Background: an optimization exercise with open tools, aiming at small area, a short achievable clock period and few clock cycles per item. Do not read the settings as production practice.
Where RTL was checked, it was by simulation tests only, not by an equivalence proof against the original.
No activity file was given, so power comes from the tool's default toggle rates.

==> v22: inputs <==
==> flow/design.v (excerpt) <==
module riscv_multicycle #(
  parameter int unsigned  N        = 32,
  parameter logic [N-1:0] RESET_PC = '0
) (
  input  logic                clk,
  input  logic                rst,
  output logic                mem_req,
  output logic                mem_we,
  output logic [N-1:0]        mem_addr,
  output logic [N-1:0]        mem_wdata,
  input  logic [N-1:0]        mem_rdata,
  input  logic                mem_ready,
  output logic                retire,
  output logic                trap,
  output logic [N-1:0]        pc_out
);
Settings: LEC_CHECK=0, CAP_MARGIN=20, CELL_PAD_IN_SITES_DETAIL_PLACEMENT=1, CORE_MARGIN=2, CORE_UTILIZATION=30, PLACE_DENSITY=0.4, SETUP_SLACK_MARGIN=4.9, SLEW_MARGIN=20, SYNTH_HIERARCHICAL=1, TNS_END_PERCENT=10; clock period 9.0 ns.
run.sh (not shown) runs the stock make flow with config.mk's settings and CLKGATE_MAP_FILE= SYNTH_SCRIPT=/design/flow/synth_recipe.tcl, a recipe that flattens the netlist after the stock synthesis.
==> inputs of v15, as changes to v22 <==
--- a/flow/design.v
+++ b/flow/design.v
@@ -24,14 +24,15 @@
   logic [N-1:0] r_tgt;     
   logic [11:0]  r_dlo;     
   logic [N-13:0] r_dhi;    
   logic [N-13:0] r_dalt;   
   logic         r_dsel;    
   logic         r_take;    
   logic [N-1:0] r_p, r_g;  
+  logic [11:0]  r_imm;     
   logic [4:0]   r_rd;
   logic         r_ld, r_jal, r_wb, r_sub, r_and, r_or, r_slt;
   logic         r_ag;      
   logic         r_dm;      
   logic         r_we;      
   logic         r_ret;     
   logic         r_ill;     
@@ -109,15 +110,15 @@
   logic [N-1:0] w_tgt;
   logic [11:0]  w_dlo;
   logic [N-13:0] w_dalt;
   logic         w_dsel;
   logic [11:0]  w_offs;
   logic         w_eq;
   always_comb begin
-    if (r_ag)          w_offs = r_dhi[11:0];
+    if (r_ag)          w_offs = r_imm;
     else if (d_op[5])  w_offs = d_imms[11:0];
     else               w_offs = d_immi[11:0];
   end
   assign w_tgt = w_fa + (d_op[2] ? d_immj : d_immb);
   rv_agen #(.N(N)) u_dad (.a(w_rfa), .off(w_offs), .lo(w_dlo), .alt(w_dalt), .sel(w_dsel));
   rv_eq   #(.N(N)) u_eq  (.a(w_opa), .b(w_opb), .eq(w_eq));
   logic         w_we;
@@ -134,20 +135,21 @@
       for (int k = 1; k < 32; k++)
         if (w_we && r_rd == 5'(k)) r_v[k] <= 1'b1;
   end
   always_ff @(posedge clk) begin
     if (w_facc) begin
       r_p   <= w_opa ^ w_bx;
       r_g   <= d_kmem ? w_opb : (w_opa & w_bx);
+      r_imm <= w_offs;
       r_rd  <= d_rd;
       r_tgt <= w_tgt;
     end
     if (w_facc | r_ag) begin
       r_dlo  <= w_dlo;
-      r_dhi  <= {w_rfa[N-1:24], (w_haz & ~r_ag) ? w_offs : w_rfa[23:12]};
+      r_dhi  <= w_rfa[N-1:12];
       r_dalt <= w_dalt;
       r_dsel <= w_dsel;
     end
   end
   always_ff @(posedge clk or negedge rst) begin
     if (!rst) begin
       r_pc4  <= RESET_PC;
- SETUP_SLACK_MARGIN: 4.9 -> 4.55
==> inputs of v24, as changes to v22 <==
--- a/flow/design.v
+++ b/flow/design.v
@@ -23,41 +23,43 @@
   logic [N-1:0] r_pc4;     
   logic [N-1:0] r_tgt;     
   logic [11:0]  r_dlo;     
   logic [N-13:0] r_dhi;    
   logic [N-13:0] r_dalt;   
   logic         r_dsel;    
   logic         r_take;    
-  logic [N-1:0] r_p, r_g;  
+  logic [N-1:0] r_a;       
+  logic [N-1:0] r_p;       
+  logic         r_c0;      
   logic [4:0]   r_rd;
   logic         r_ld, r_jal, r_wb, r_sub, r_and, r_or, r_slt;
   logic         r_ag;      
   logic         r_dm;      
   logic         r_we;      
   logic         r_ret;     
   logic         r_ill;     
   logic [N-1:0] r_rf [1:31];
   logic [31:1]  r_v;       
   logic [31*N-1:0] w_rf;
   always_comb
     for (int k = 1; k < 32; k++) w_rf[(k-1)*N +: N] = r_rf[k];
   logic [N-1:0] w_res;
   rv_alu #(.N(N)) u_alu (
-    .p(r_p), .g(r_g), .cin(r_sub), .op_and(r_and), .op_or(r_or), .op_slt(r_slt),
+    .p(r_p), .a(r_a), .c0(r_c0), .op_and(r_and), .op_or(r_or), .op_slt(r_slt),
     .op_jal(r_jal), .pc4(r_pc4), .res(w_res)
   );
   logic [N-1:0] w_fa;      
   rv_bus #(.N(N)) u_bus (
     .m(r_dm), .dsel(r_dsel), .dlo(r_dlo), .dhi(r_dhi), .dalt(r_dalt),
     .t(r_take), .x(r_tgt), .y(r_pc4), .q(w_fa)
   );
   assign mem_req   = ~r_ill & ~r_ag;
   assign mem_we    = r_we;
   assign mem_addr  = w_fa;
-  assign mem_wdata = r_g;
+  assign mem_wdata = r_p;
   assign retire    = r_ret;
   assign trap      = r_ill;
   assign pc_out    = r_pc4;
   logic w_facc, w_dacc;
   assign w_facc = mem_ready & ~r_dm & ~r_ill;
   assign w_dacc = mem_ready & r_dm & ~r_ag;
   logic [6:0] d_op, d_f7;
@@ -76,78 +78,79 @@
   assign d_st    = (d_op == OP_STORE) && (d_f3 == 3'b010);
   assign d_r     = (d_op == OP_R) && (((d_f7 == 7'b0000000) && d_alu3) ||
                                       ((d_f7 == 7'b0100000) && (d_f3 == 3'b000)));
   assign d_i     = (d_op == OP_IMM) && d_alu3;
   assign d_br    = (d_op == OP_BRANCH) && (d_f3 == 3'b000);
   assign d_jal   = (d_op == OP_JAL);
   assign d_legal = d_ld | d_st | d_r | d_i | d_br | d_jal;
-  logic d_kmem;
-  assign d_kmem = ~d_op[6] & ~d_op[4];    
   assign d_immi = {{(N-12){mem_rdata[31]}}, mem_rdata[31:20]};
   assign d_imms = {{(N-12){mem_rdata[31]}}, mem_rdata[31:25], mem_rdata[11:7]};
   assign d_immb = {{(N-13){mem_rdata[31]}}, mem_rdata[31], mem_rdata[7], mem_rdata[30:25],
                    mem_rdata[11:8], 1'b0};
   assign d_immj = {{(N-21){mem_rdata[31]}}, mem_rdata[31], mem_rdata[19:12], mem_rdata[20],
                    mem_rdata[30:21], 1'b0};
   logic         w_fwd1, w_fwd2, w_haz;
   logic [N-1:0] w_rfa, w_rfb, w_opa, w_opb;
   assign w_fwd1 = r_wb && (d_rs1 == r_rd);
   assign w_fwd2 = r_wb && (d_rs2 == r_rd);
   assign w_haz  = (d_ld | d_st) && w_fwd1;
   rv_rdport #(.N(N)) u_rda (
-    .sel(d_rs1), .valid(r_v), .regs(w_rf), .ovr(r_ag), .alt(r_p), .q(w_rfa)
+    .sel(d_rs1), .valid(r_v), .regs(w_rf), .ovr(r_ag), .alt(r_a), .q(w_rfa)
   );
   rv_rdport #(.N(N)) u_rdb (
     .sel(d_rs2), .valid(r_v), .regs(w_rf), .ovr(1'b0), .alt({N{1'b0}}), .q(w_rfb)
   );
   assign w_opa = w_fwd1 ? w_res : w_rfa;
   assign w_opb = w_fwd2 ? w_res : w_rfb;
   logic         d_sub;
   logic [N-1:0] w_bsel, w_bx;
   assign d_sub  = (d_r && d_f7[5] && (d_f3 == 3'b000)) || ((d_r || d_i) && (d_f3 == 3'b010));
-  assign w_bsel = d_i ? d_immi : (d_kmem ? {N{1'b0}} : w_opb);
+  assign w_bsel = d_i ? d_immi : w_opb;
   assign w_bx   = d_sub ? ~w_bsel : w_bsel;
+  logic [N-1:0] w_ap;
+  assign w_ap   = w_opa ^ w_bx;
   logic [N-1:0] w_tgt;
   logic [11:0]  w_dlo;
   logic [N-13:0] w_dalt;
   logic         w_dsel;
   logic [11:0]  w_offs;
   logic         w_eq;
   always_comb begin
-    if (r_ag)          w_offs = r_dhi[11:0];
+    if (r_ag)          w_offs = r_tgt[11:0];
     else if (d_op[5])  w_offs = d_imms[11:0];
     else               w_offs = d_immi[11:0];
   end
   assign w_tgt = w_fa + (d_op[2] ? d_immj : d_immb);
   rv_agen #(.N(N)) u_dad (.a(w_rfa), .off(w_offs), .lo(w_dlo), .alt(w_dalt), .sel(w_dsel));
   rv_eq   #(.N(N)) u_eq  (.a(w_opa), .b(w_opb), .eq(w_eq));
   logic         w_we;
   logic [N-1:0] w_wd;
-  assign w_we = r_wb | (r_ld & w_dacc);
-  assign w_wd = r_dm ? mem_rdata : w_res;
+  assign w_we = r_wb | (r_ld & r_dm);
+  assign w_wd = r_ld ? mem_rdata : w_res;
   always_ff @(posedge clk) begin
     for (int k = 1; k < 32; k++)
       if (w_we && r_rd == 5'(k)) r_rf[k] <= w_wd;
   end
   always_ff @(posedge clk or negedge rst) begin
     if (!rst) r_v <= '0;
     else
       for (int k = 1; k < 32; k++)
         if (w_we && r_rd == 5'(k)) r_v[k] <= 1'b1;
   end
   always_ff @(posedge clk) begin
     if (w_facc) begin
-      r_p   <= w_opa ^ w_bx;
-      r_g   <= d_kmem ? w_opb : (w_opa & w_bx);
+      r_a   <= w_opa;
+      r_p   <= d_st ? w_opb : (w_ap ^ {{(N-1){1'b0}}, d_sub});
+      r_c0  <= w_ap[0] ? d_sub : w_opa[0];
       r_rd  <= d_rd;
-      r_tgt <= w_tgt;
+      r_tgt <= {w_tgt[N-1:12], w_haz ? w_offs : w_tgt[11:0]};
     end
     if (w_facc | r_ag) begin
       r_dlo  <= w_dlo;
-      r_dhi  <= {w_rfa[N-1:24], (w_haz & ~r_ag) ? w_offs : w_rfa[23:12]};
+      r_dhi  <= w_rfa[N-1:12];
       r_dalt <= w_dalt;
       r_dsel <= w_dsel;
     end
   end
   always_ff @(posedge clk or negedge rst) begin
     if (!rst) begin
       r_pc4  <= RESET_PC;
@@ -191,41 +194,54 @@
     end
   end
 endmodule
 module rv_alu #(
   parameter int unsigned N = 32
 ) (
   input  logic [N-1:0] p,
-  input  logic [N-1:0] g,
-  input  logic         cin,
+  input  logic [N-1:0] a,
+  input  logic         c0,
   input  logic         op_and,
   input  logic         op_or,
   input  logic         op_slt,
   input  logic         op_jal,
   input  logic [N-1:0] pc4,
   output logic [N-1:0] res
 );
-  logic [N-1:0] gg, pp, sum;
+  logic [N-1:0] sum;
   logic         lt;
+  rv_addpg #(.N(N)) u_add (.p({p[N-1:1], 1'b0}), .k({a[N-1:1], c0}), .s(sum), .co());
+  assign lt = p[N-1] ? sum[N-1] : a[N-1];
+  always_comb begin
+    if (op_jal)      res = pc4;
+    else if (op_and) res = a & ~p;
+    else if (op_or)  res = a | p;
+    else if (op_slt) res = {{(N-1){1'b0}}, lt};
+    else             res = {sum[N-1:1], p[0]};
+  end
+endmodule
+module rv_addpg #(
+  parameter int unsigned N = 32
+) (
+  input  logic [N-1:0] p,
+  input  logic [N-1:0] k,
+  output logic [N-1:0] s,
+  output logic         co
+);
+  logic [N-1:0] c, t;
   always_comb begin
-    gg = g;
-    pp = p;
-    gg[0] = g[0] | (p[0] & cin);
+    c = k;
+    t = p;
     for (int d = 1; d < N; d = d * 2)
       for (int i = N - 1; i >= d; i = i - 1) begin
-        gg[i] = gg[i] | (pp[i] & gg[i-d]);
-        pp[i] = pp[i] & pp[i-d];
+        c[i] = t[i] ? c[i-d] : c[i];
+        t[i] = t[i] & t[i-d];
       end
-    sum = p ^ {gg[N-2:0], cin};
-    lt  = p[N-1] ? sum[N-1] : g[N-1];
-    if (op_jal)      res = pc4;
-    else if (op_and) res = g;
-    else if (op_or)  res = p | g;
-    else if (op_slt) res = {{(N-1){1'b0}}, lt};
-    else             res = sum;
+    s  = p ^ {c[N-2:0], 1'b0};
+    co = c[N-1];
   end
 endmodule
 module rv_rdport #(
   parameter int unsigned N = 32
 ) (
   input  logic [4:0]      sel,
   input  logic [31:1]     valid,
@@ -291,65 +307,21 @@
   input  logic [N-1:0]  a,
   input  logic [11:0]   off,
   output logic [11:0]   lo,
   output logic [N-13:0] alt,
   output logic          sel
 );
   localparam int unsigned H = N - 12;
-  logic [12:0]  s13;
+  logic         co;
   logic [H-1:0] h, k, z;
-  rv_addgp #(.N(13)) u_lo (.a({1'b0, a[11:0]}), .b({1'b0, off}), .s(s13));
-  assign lo  = s13[11:0];
-  assign sel = s13[12] ^ off[11];
+  rv_addpg #(.N(12)) u_lo (.p(a[11:0] ^ off), .k({a[11:1], a[0] & off[0]}), .s(lo), .co(co));
+  assign sel = co ^ off[11];
   always_comb begin
     h = a[N-1:12];
     k = h ^ {H{off[11]}};
     z = k;
     for (int d = 1; d < H; d = d * 2)
       for (int i = H - 1; i >= d; i = i - 1)
         z[i] = z[i] & z[i-d];
     alt = h ^ {z[H-2:0], 1'b1};
   end
 endmodule
-module rv_add #(
-  parameter int unsigned N = 32
-) (
-  input  logic [N-1:0] a,
-  input  logic [N-1:0] b,
-  input  logic         cin,
-  output logic [N-1:0] s
-);
-  logic [N-1:0] p, g, t;
-  always_comb begin
-    p = a ^ b;
-    g = a;
-    t = p;
-    g[0] = p[0] ? cin : a[0];
-    for (int d = 1; d < N; d = d * 2)
-      for (int i = N - 1; i >= d; i = i - 1) begin
-        g[i] = t[i] ? g[i-d] : g[i];
-        t[i] = t[i] & t[i-d];
-      end
-    s = p ^ {g[N-2:0], cin};
-  end
-endmodule
-module rv_addgp #(
-  parameter int unsigned N = 32
-) (
-  input  logic [N-1:0] a,
-  input  logic [N-1:0] b,
-  output logic [N-1:0] s
-);
-  logic [N-1:0] p, g, gg, pp;
-  always_comb begin
-    p = a ^ b;
-    g = a & b;
-    gg = g;
-    pp = p;
-    for (int d = 1; d < N; d = d * 2)
-      for (int i = N - 1; i >= d; i = i - 1) begin
-        gg[i] = gg[i] | (pp[i] & gg[i-d]);
-        pp[i] = pp[i] & pp[i-d];
-      end
-    s = p ^ {gg[N-2:0], 1'b0};
-  end
-endmodule
- SETUP_SLACK_MARGIN: 4.9 -> 4.25
==> run summary <==
| metric | v22 | v24 | v15 |
|---|---|---|---|
| First-pass DRT Iterations | 8 | 6 | 6 |
| Count of instances resized after the clock tree is built | 748 | 297 | 335 |
| Share of the final layout cell area in multi-input gates | 32.4% | 32.1% | 32.0% |
| Number of logic stages on the critical path including buffering | 15 | 16 | 14 |
| Mean Syn Cell Area | 13.4 sq um | 13.2 sq um | 13.6 sq um |
| Share of layout cells above drive strength 1 | 27.0% | 20.2% | 20.7% |
| Final clock skew | 0.0430 ns | 0.0360 ns | 0.0362 ns |
| Layout Area Growth over Synthesis | 25.3% | 19.3% | 19.2% |
| Flip-flop and latch count after synthesis | 1222 | - | 1234 |
| Top routing layer used | met4 | met5 | met5 |
| Sequential cells | 1222 | 1222 | 1234 |
| Multi-input combinational cell count | 2967 | 2979 | 2910 |
| Compound-gate portion of the synthesized area | 17.1% | - | 17.2% |
| Starting density of the core | 30.1% | 30.3% | 30.2% |
| Result of the run | complete, no violations | complete, no violations | complete, no violations |
| Part of the total power dissipated in the clock network | 35.4% | 40.3% | 36.2% |
| Dpl hpwl | 185000 um | 184000 um | 183000 um |
| Global routing met1 resource utilization | 35.1% | 33.0% | 34.0% |
| Sw frac | 30.8% | 27.0% | 30.3% |
| Post-layout min period | 4.61 ns | 4.90 ns | 4.68 ns |
| Largest area contributor in the synthesized netlist | edfxtp_1 | - | edfxtp_1 |
| Standard cell core area | 199000 sq um | 200000 sq um | 200000 sq um |
| Antenna fix cells | 8 | 4 | 7 |
| Horizontal extent of the die | 451 um | 453 um | 452 um |
Testbench counts of v15, summed over its fixed seeds: cycles 90,854, retired 72,013.
Testbench counts of v24, summed over its fixed seeds: cycles 90,854, retired 72,013.
The RTL of v22 was laid out without a check of its function.

afterwards: timing with drivers on the ports:
The results above use ideal ports. As a check the final layouts listed here were re-extracted and re-timed, cells and wires unchanged.
Step 1 (the two cells are an assumption about what drives the block):
set clk [get_ports {clk}]
set_driving_cell -lib_cell sky130_fd_sc_hd__clkbuf_16 $clk
set_driving_cell -lib_cell sky130_fd_sc_hd__buf_2 [delete_from_list [all_inputs] $clk]
Step 2 also shifts input and output timing later by t, the mid clock arrival at the registers, as if the neighbouring blocks saw the same clock.
Slacks: ideal ports / drivers / drivers and shift; pairs: ideal ports / drivers.
run | t (ns) | setup slack, ns | worst setup path at the end | clock arrival spread, ns
v22 | 0.885 | 4.394 / 4.363 / 3.478 | input to register | 0.043 / 0.043
v15 | 0.885 | 4.320 / 4.355 / 3.470 | input to register | 0.037 / 0.037
v24 | 0.895 | 4.101 / 4.089 / 3.264 | input to register | 0.036 / 0.036
After both steps every run listed still meets setup and hold. For v22, which loses most, drivers alone change the setup slack by -0.031 ns; drivers and shift together by -0.916 ns.
